This is an optimization exercise on Yosys and OpenROAD, whose aim is small area, a short achievable clock period and few clock cycles per item, not a production implementation. Only simulation tests tie the RTL to the original design; equivalence was not proved.

## Q
==> flow/design.v (excerpt) <==
module nch_complex_square
#(
    parameter int WIDTH = 16,
    parameter int NCH   = 4,
    parameter int FRAC  = 14
) (
    input  logic                 clk,
    input  logic                 rst,
    input  logic [NCH*WIDTH-1:0] inReal,
    input  logic [NCH*WIDTH-1:0] inImag,
    input  logic                 inMode,
    input  logic                 inValid,
    output logic                 inReady,
    output logic [NCH*WIDTH-1:0] outReal,
    output logic [NCH*WIDTH-1:0] outImag,
    output logic                 outValid,
    input  logic                 outReady,
    output logic [NCH-1:0]       satFlag
);
Size: roughly 6800 cells after synthesis, about 720 flip-flops, roughly 270 I/O pins, roughly 0.080 mm2 of cells after synthesis.
clock: 9.0 ns
lec_check: 0
cap_margin: 20
core_margin: 2
core_utilization: 40
setup_slack_margin: 4.85
slew_margin: 20
standard.sh (not shown) runs the stock make flow with config.mk's settings and CLKGATE_MAP_FILE= SYNTH_SCRIPT=/design/flow/synth_recipe.tcl, a recipe that flattens the netlist after the stock synthesis.
==> flow/flow/run.sh <==
#!/bin/bash
# Layout flow: the standard layout, with two changes:
# - synthesis: the coarse-to-fine synth step runs without its quick ABC pass,
#   so that extract_fa sees the design's full adders as written (the ABC pass
#   rewrites their polarity and leaves inverters between adders). The final
#   ABC mapping, the flip-flop mapping and the rest are the standard ones.
# - placement: every input and output port still gets its buffer, but a plain
#   buf_1 (resized later where timing needs it) instead of the delay cell
#   clkdlybuf4s50_1 that buffer_ports picks by default.
set -euo pipefail
work=$(pwd)
# The synthesis script: the standard flow's own, with its synth wrapper adding -noabc to
# the "fine:" run only.
sed '1s/.*/proc synth {args} { if {[lsearch -exact $args "fine:"] >= 0} { yosys synth -nofsm -noshare -noabc {*}$args } else { yosys synth -nofsm -noshare {*}$args } }/' \
  "$work/synth_recipe.tcl" > "$work/noabc_synth.tcl"
grep -q 'noabc' "$work/noabc_synth.tcl"
sed "s#/synth_recipe.tcl#/noabc_synth.tcl#" "$work/standard.sh" > "$work/noabc_standard.sh"
grep -q 'noabc_synth.tcl' "$work/noabc_standard.sh"
bash "$work/noabc_standard.sh" "BUFFER_PORTS_ARGS=-buffer_cell sky130_fd_sc_hd__buf_1" finish > "$work/flow_make.log" 2>&1
Testbench counts of Q, summed over its fixed seeds: cycles 12,024, items 12,000.
Relative to Q, the following input files were edited for S:
# Q
export LEC_CHECK = 0
export CAP_MARGIN = 20
export CORE_MARGIN = 2
export CORE_UTILIZATION = 40
export SETUP_SLACK_MARGIN = 4.85
export SLEW_MARGIN = 20
create_clock -name core_clock -period 9.0 [get_ports {clk}]
# S
export LEC_CHECK = 0
export CAP_MARGIN = 20
export CORE_MARGIN = 2
export CORE_UTILIZATION = 40
export SETUP_SLACK_MARGIN = 4.85
export SLEW_MARGIN = 20
export TNS_END_PERCENT = 0
create_clock -name core_clock -period 9.0 [get_ports {clk}]
## What came out
Q | stages: all done | timing, DRC, antenna: all pass. Having completed the whole flow, S delivered a layout that passed the timing, DRC and antenna checks. S ended up with a lower maximum clock frequency than Q did. Layout-stage area growth over the synthesis result ends up higher on Q. Run comparison: Q uppermost signal routing layer after detailed routing met5; S uppermost signal routing layer after detailed routing met4. On wire length, S and Q are basically level.

========
Another version of the RTL of nch_complex_square (not shown whole).
Size: roughly 6700 cells after synthesis, about 630 flip-flops, ~270 I/O pins, roughly 77000 um^2 of cells after synthesis.
clock: 9.0 ns
lec_check: 0
cap_margin: 20
core_margin: 2
core_utilization: 40
setup_slack_margin: 4.85
slew_margin: 20
Scripts as last shown in full above: flow/flow/run.sh
Testbench counts at the start, summed over its fixed seeds: cycles 12,024, items 12,000.
Edit:
--- a/flow/config.mk
+++ b/flow/config.mk
@@ -10,3 +10,4 @@
 export CORE_UTILIZATION = 40
-export SETUP_SLACK_MARGIN = 4.85
+export SETUP_SLACK_MARGIN = 5.0
 export SLEW_MARGIN = 20
+export TNS_END_PERCENT = 0
Effect: Via count fell by 0.89%. Non-clock buffer count drops by 76. Flip-flop and latch count is unchanged. Wire length shrinks by 3.3%.
Edit:
--- a/flow/config.mk
+++ b/flow/config.mk
@@ -10,3 +10,3 @@
 export CORE_UTILIZATION = 40
-export SETUP_SLACK_MARGIN = 5.0
+export SETUP_SLACK_MARGIN = 4.85
 export SLEW_MARGIN = 20
Effect:
- global-route usage shrinks by 0.29 points
- design area barely changes
- synthesized area is unchanged
- sequential share of layout area barely changes

==> re-timing with driven ports <==
No port has a modelled driver above. Below, the same layouts with a new extraction and two added sets of constraints. Step 1 (the two cells are an assumption about what drives the block):
set clk [get_ports {clk}]
set_driving_cell -lib_cell sky130_fd_sc_hd__clkbuf_16 $clk
set_driving_cell -lib_cell sky130_fd_sc_hd__buf_2 [delete_from_list [all_inputs] $clk]
Step 2 moves the port delays by t, midway between the first and last clock arrival at a register: inputs arrive t later, outputs are due t later. That takes back most of the time a late clock gives input paths. Three values: no drivers, after step 1, after step 2; two values: the first two.
run	t, ns	slack for setup (ns)	clock arrival spread, ns
Q	0.793	4.928 / 4.905 / 4.250	0.042 / 0.042
S	0.806	4.714 / 4.690 / 4.071	0.042 / 0.042
the first run of note 2	0.813	4.831 / 4.790 / 4.437	0.041 / 0.042
the second run of note 2	0.811	4.781 / 4.743 / 4.536	0.045 / 0.045
the third run of note 2	0.806	4.731 / 4.710 / 4.432	0.044 / 0.044
After both steps every run listed still meets setup and hold. The setup slack of Q, which loses most, moves by -0.023 ns with the drivers and by -0.678 ns with both steps.
